From an optimization exercise on the open Yosys and OpenROAD flow, aimed at small area; shortcuts taken in it are not production practice.
In this exercise RTL edits were held to simulation tests only and were not proved equivalent to the original.

## red
==> flow/design.v <==
`default_nettype none
package ctrl_pkg;
  typedef logic [8-1:0] addr_t;
  typedef logic [32-1:0] data_t;
  typedef logic [32/8-1:0] strb_t;
endpackage
`default_nettype wire
`default_nettype none
module ctrl_regs_top (
  input  wire                                             clk,
  input  wire                                             rst_n,
  input  wire ctrl_pkg::addr_t                            awaddr_i,
  input  wire                                             awvalid_i,
  output wire                                             awready_o,
  input  wire ctrl_pkg::data_t                            wdata_i,
  input  wire ctrl_pkg::strb_t                            wstrb_i,
  input  wire                                             wvalid_i,
  output wire                                             wready_o,
  output wire                                             bvalid_o,
  input  wire                                             bready_i,
  input  wire ctrl_pkg::addr_t                            araddr_i,
  input  wire                                             arvalid_i,
  output wire                                             arready_o,
  output wire ctrl_pkg::data_t                            rdata_o,
  output wire                                             rvalid_o,
  input  wire                                             rready_i,
  output wire                                             ap_start_o,
  input  wire                                             ap_done_i,
  input  wire                                             ap_ready_i,
  input  wire                                             ap_idle_i,
  output wire                                             irq_o,
  output wire [2*6*32-1:0]          port_regs_o
);
  logic [1:0] wst_q;
  logic [3:0] widx_q;
  logic       aw_hit;
  logic       w_hs;
  assign awready_o = ~wst_q[1] & ~wst_q[0];
  assign wready_o  = wst_q[0];
  assign bvalid_o  = wst_q[1] & ~wst_q[0];
  assign aw_hit = (awaddr_i[7:6] == 2'b00) && (awaddr_i[1:0] == 2'b00);
  assign w_hs   = wvalid_i & wst_q[0] & ~wst_q[1];
  always_ff @(posedge clk) begin
    if (!rst_n) begin
      wst_q <= 2'b00;
    end else begin
      case (wst_q)
        2'b00:   if (awvalid_i) wst_q <= {~aw_hit, 1'b1};
        2'b10:   if (bready_i)  wst_q <= 2'b00;
        default: if (wvalid_i)  wst_q <= 2'b10;
      endcase
    end
  end
  always_ff @(posedge clk) begin
    if (awready_o) begin
      widx_q <= awaddr_i[5:2];
    end
  end
  logic [15:0] wsel;
  logic [31:0] wd;
  logic [3:0]  lane;
  for (genvar k = 0; k < 16; k++) begin : g_wsel
    assign wsel[k] = w_hs & (widx_q == k);
  end
  assign lane = wstrb_i;
  assign wd   = wdata_i & {32{rst_n}};
  logic [15:0] wsel_n;
  logic [3:0]  lane_n;
  assign wsel_n = ~wsel & {16{rst_n}};
  assign lane_n = ~lane & {4{rst_n}};
  logic [31:0] preg_q [12];
  for (genvar k = 0; k < 12; k++) begin : g_word
    for (genvar b = 0; b < 4; b++) begin : g_lane
      logic en;
      rd_nor2 u_en (.a(wsel_n[k+4]), .b(lane_n[b]), .y(en));
      always_ff @(posedge clk) begin
        if (en) begin
          preg_q[k][8*b +: 8] <= wd[8*b +: 8];
        end
      end
    end
  end
  for (genvar p = 0; p < 2; p++) begin : g_port
    assign port_regs_o[192*p +: 192] = {preg_q[6*p+1], preg_q[6*p+0],
                                        preg_q[6*p+3], preg_q[6*p+2],
                                        preg_q[6*p+4], preg_q[6*p+5]};
  end
  logic       start_q;
  logic       done_q;
  logic       auto_restart_q;
  logic       gie_q;
  logic [1:0] ier_q;
  logic [1:0] isr_q;
  logic       wr_ctrl;
  logic       wr_gie;
  logic       wr_ier;
  logic       wr_isr;
  logic       rd_ctrl;
  assign wr_ctrl = wsel[0] & lane[0];
  assign wr_gie  = wsel[1] & lane[0];
  assign wr_ier  = wsel[2] & lane[0];
  assign wr_isr  = wsel[3] & lane[0];
  assign rd_ctrl = arvalid_i & arready_o & (araddr_i == 8'h00);
  assign ap_start_o = start_q;
  assign irq_o      = gie_q & (isr_q[0] | isr_q[1]);
  always_ff @(posedge clk) begin
    if (wr_ctrl | ~rst_n) auto_restart_q <= wd[7];
    if (wr_gie  | ~rst_n) gie_q          <= wd[0];
    if (wr_ier  | ~rst_n) ier_q          <= wd[1:0];
  end
  always_ff @(posedge clk) begin
    if (!rst_n) begin
      start_q <= 1'b0;
      done_q  <= 1'b0;
      isr_q   <= 2'b00;
    end else begin
      if (wr_ctrl && wdata_i[0]) begin
        start_q <= 1'b1;
      end else if (ap_ready_i) begin
        start_q <= auto_restart_q;
      end
      if (ap_done_i) begin
        done_q <= 1'b1;
      end else if (rd_ctrl) begin
        done_q <= 1'b0;
      end
      isr_q <= {ier_q[1] & ap_ready_i, ier_q[0] & ap_done_i} |
               (isr_q ^ (wdata_i[1:0] & {2{wr_isr}}));
    end
  end
  logic        rd_q;
  logic [31:0] rword;
  logic [31:0] rdata_q;
  logic        ar_hit;
  logic        ar_hs;
  logic        rd_hold;
  assign arready_o = ~rd_q;
  assign rvalid_o  = rd_q;
  assign rdata_o   = rdata_q;
  always_ff @(posedge clk) begin
    if (!rst_n) begin
      rd_q <= 1'b0;
    end else if (rd_q) begin
      rd_q <= ~rready_i;
    end else begin
      rd_q <= arvalid_i;
    end
  end
  assign ar_hs   = arvalid_i & arready_o;
  assign rd_hold = ~ar_hs;
  assign ar_hit  = ar_hs && (araddr_i[7:6] == 2'b00) && (araddr_i[1:0] == 2'b00);
  logic [15:0] rsel;
  logic [31:0] ctrl_word;
  for (genvar k = 0; k < 16; k++) begin : g_rsel
    assign rsel[k] = ar_hit & (araddr_i[5:2] == k);
  end
  always_comb begin
    ctrl_word = '0;
    ctrl_word[7] = auto_restart_q & rsel[0];
    ctrl_word[3] = ap_ready_i & rsel[0];
    ctrl_word[2] = ap_idle_i & rsel[0];
    ctrl_word[1] = (done_q & rsel[0]) | (ier_q[1] & rsel[2]) | (isr_q[1] & rsel[3]);
    ctrl_word[0] = (start_q & rsel[0]) | (gie_q & rsel[1]) | (ier_q[0] & rsel[2]) |
                   (isr_q[0] & rsel[3]);
  end
  for (genvar i = 0; i < 32; i++) begin : g_rbit
    logic [3:0] grp_n;
    for (genvar g = 0; g < 4; g++) begin : g_grp
      rd_aoi222 u_aoi (
        .a0 (preg_q[3*g+0][i]), .s0 (rsel[3*g+4]),
        .a1 (preg_q[3*g+1][i]), .s1 (rsel[3*g+5]),
        .a2 (preg_q[3*g+2][i]), .s2 (rsel[3*g+6]),
        .y  (grp_n[g])
      );
    end
    assign rword[i] = ~(&grp_n) | ctrl_word[i] | (rd_hold & rdata_q[i]);
  end
  always_ff @(posedge clk) begin
    rdata_q <= rword;
  end
endmodule
`default_nettype wire
module rd_aoi222 (
  input  wire a0,
  input  wire s0,
  input  wire a1,
  input  wire s1,
  input  wire a2,
  input  wire s2,
  output wire y
);
  assign y = ~((a0 & s0) | (a1 & s1) | (a2 & s2));
endmodule
module rd_nor2 (
  input  wire a,
  input  wire b,
  output wire y
);
  assign y = ~(a | b);
endmodule
Settings: LEC_CHECK=0, ABC_AREA=1, CAP_MARGIN=5, CORE_MARGIN=2, CORE_UTILIZATION=50, PLACE_DENSITY=0.75, SLEW_MARGIN=5, SYNTH_HIERARCHICAL=1, SYNTH_MINIMUM_KEEP_SIZE=0; clock period 10.0 ns.
standard.sh (not shown) runs the stock make flow with config.mk's settings and CLKGATE_MAP_FILE= SYNTH_SCRIPT=/design/flow/synth_recipe.tcl, a recipe that flattens the netlist after the stock synthesis.
==> flow/flow/run.sh <==
#!/bin/bash
# The standard layout, with three changes:
#  - synthesis maps the logic with an area-oriented ABC script (flow/abc_area.script);
#    registers, their names and cells are those of the standard synthesis
#  - the port buffers use the smallest buffer cell
#  - clock tree: fewer, smaller clock buffers and no dummy loads
set -euo pipefail
rm -rf myscripts
cp -r "$FLOW_HOME/scripts" myscripts
cp flow/abc_area.script myscripts/abc_area.script
bash standard.sh SCRIPTS_DIR="$PWD/myscripts" synth > synth_make.log 2>&1
export BUFFER_PORTS_ARGS="-buffer_cell sky130_fd_sc_hd__buf_1"
export CTS_ARGS="-sink_clustering_enable -repair_clock_nets -dont_use_dummy_load -sink_clustering_size 16 -sink_clustering_max_diameter 80 -buf_list sky130_fd_sc_hd__clkbuf_8"
bash standard.sh > layout_make.log 2>&1
==> flow/flow/abc_area.script <==
strash
&get -n
&dch -f
&nf -R 1000
&put
topo
[inputs] purple vs red
diff --git a/flow/design.v b/flow/design.v
--- a/flow/design.v
+++ b/flow/design.v
@@ -61,26 +61,38 @@
   logic [3:0]  lane;
   for (genvar k = 0; k < 16; k++) begin : g_wsel
     assign wsel[k] = w_hs & (widx_q == k);
   end
   assign lane = wstrb_i;
   assign wd   = wdata_i & {32{rst_n}};
+  logic [15:0] wsel_r;
   logic [15:0] wsel_n;
+  logic [3:0]  lane_r;
   logic [3:0]  lane_n;
-  assign wsel_n = ~wsel & {16{rst_n}};
-  assign lane_n = ~lane & {4{rst_n}};
+  assign wsel_r = wsel | {16{~rst_n}};
+  assign wsel_n = ~(wsel & {16{rst_n}});
+  assign lane_r = lane | {4{~rst_n}};
+  assign lane_n = ~lane;
   logic [31:0] preg_q [12];
   for (genvar k = 0; k < 12; k++) begin : g_word
+    logic [31:0] d;
     for (genvar b = 0; b < 4; b++) begin : g_lane
       logic en;
-      rd_nor2 u_en (.a(wsel_n[k+4]), .b(lane_n[b]), .y(en));
-      always_ff @(posedge clk) begin
-        if (en) begin
-          preg_q[k][8*b +: 8] <= wd[8*b +: 8];
-        end
+      logic en_n;
+      rd_nor2  u_en  (.a(wsel_n[k+4]), .b(lane_n[b]), .y(en));
+      rd_nand2 u_enn (.a(wsel_r[k+4]), .b(lane_r[b]), .y(en_n));
+      for (genvar j = 0; j < 8; j++) begin : g_bit
+        rd_a22o u_d (
+          .a1 (en),   .a2 (wdata_i[8*b+j]),
+          .b1 (en_n), .b2 (preg_q[k][8*b+j]),
+          .x  (d[8*b+j])
+        );
       end
+    end
+    always_ff @(posedge clk) begin
+      preg_q[k] <= d;
     end
   end
   for (genvar p = 0; p < 2; p++) begin : g_port
     assign port_regs_o[192*p +: 192] = {preg_q[6*p+1], preg_q[6*p+0],
                                         preg_q[6*p+3], preg_q[6*p+2],
                                         preg_q[6*p+4], preg_q[6*p+5]};
@@ -195,6 +207,22 @@
   input  wire a,
   input  wire b,
   output wire y
 );
   assign y = ~(a | b);
 endmodule
+module rd_nand2 (
+  input  wire a,
+  input  wire b,
+  output wire y
+);
+  assign y = ~(a & b);
+endmodule
+module rd_a22o (
+  input  wire a1,
+  input  wire a2,
+  input  wire b1,
+  input  wire b2,
+  output wire x
+);
+  assign x = (a1 & a2) | (b1 & b2);
+endmodule
[summary]
Final cell count without fillers up 25% in purple wrt red
Relative to red, cell depth of the worst setup path increased by 3 in purple.
Diff red -> purple | number of iterations in the first detailed-routing pass | increase of 3
Between purple and red, it is purple whose global-route usage is higher, by 6.1 points.
Looking only at number of inserted diodes, and setting everything else aside, the higher value of purple and red goes to red.

## what the ideal ports hide
Ports are ideal in the flow. The routed layouts listed here were re-timed in OpenROAD.
Step 1 sets driving cells, clkbuf_16 on the clock port and buf_2 on the other inputs (assumed; they add their load-dependent delay and slew).
Step 2 times the ports against the registers' clock, not the clock port: input delays grow and output delays shrink by t, the midpoint of the rising clock arrivals with the driver on.
Slacks: ideal ports / drivers / drivers and shift; pairs: ideal ports / drivers.
run | t (ns) | setup WS [ns] | worst hold slack (ns) | pins driven straight from the clock port
red | 0.649 | 5.717 / 5.744 / 5.095 | 0.488 / 0.488 / 0.488 | 1
purple | 0.663 | 5.699 / 5.726 / 5.062 | 0.472 / 0.472 / 0.472 | 1
After both steps every run listed still meets setup and hold. The setup slack of purple, which loses most, moves by +0.027 ns with the drivers and by -0.637 ns with both steps.
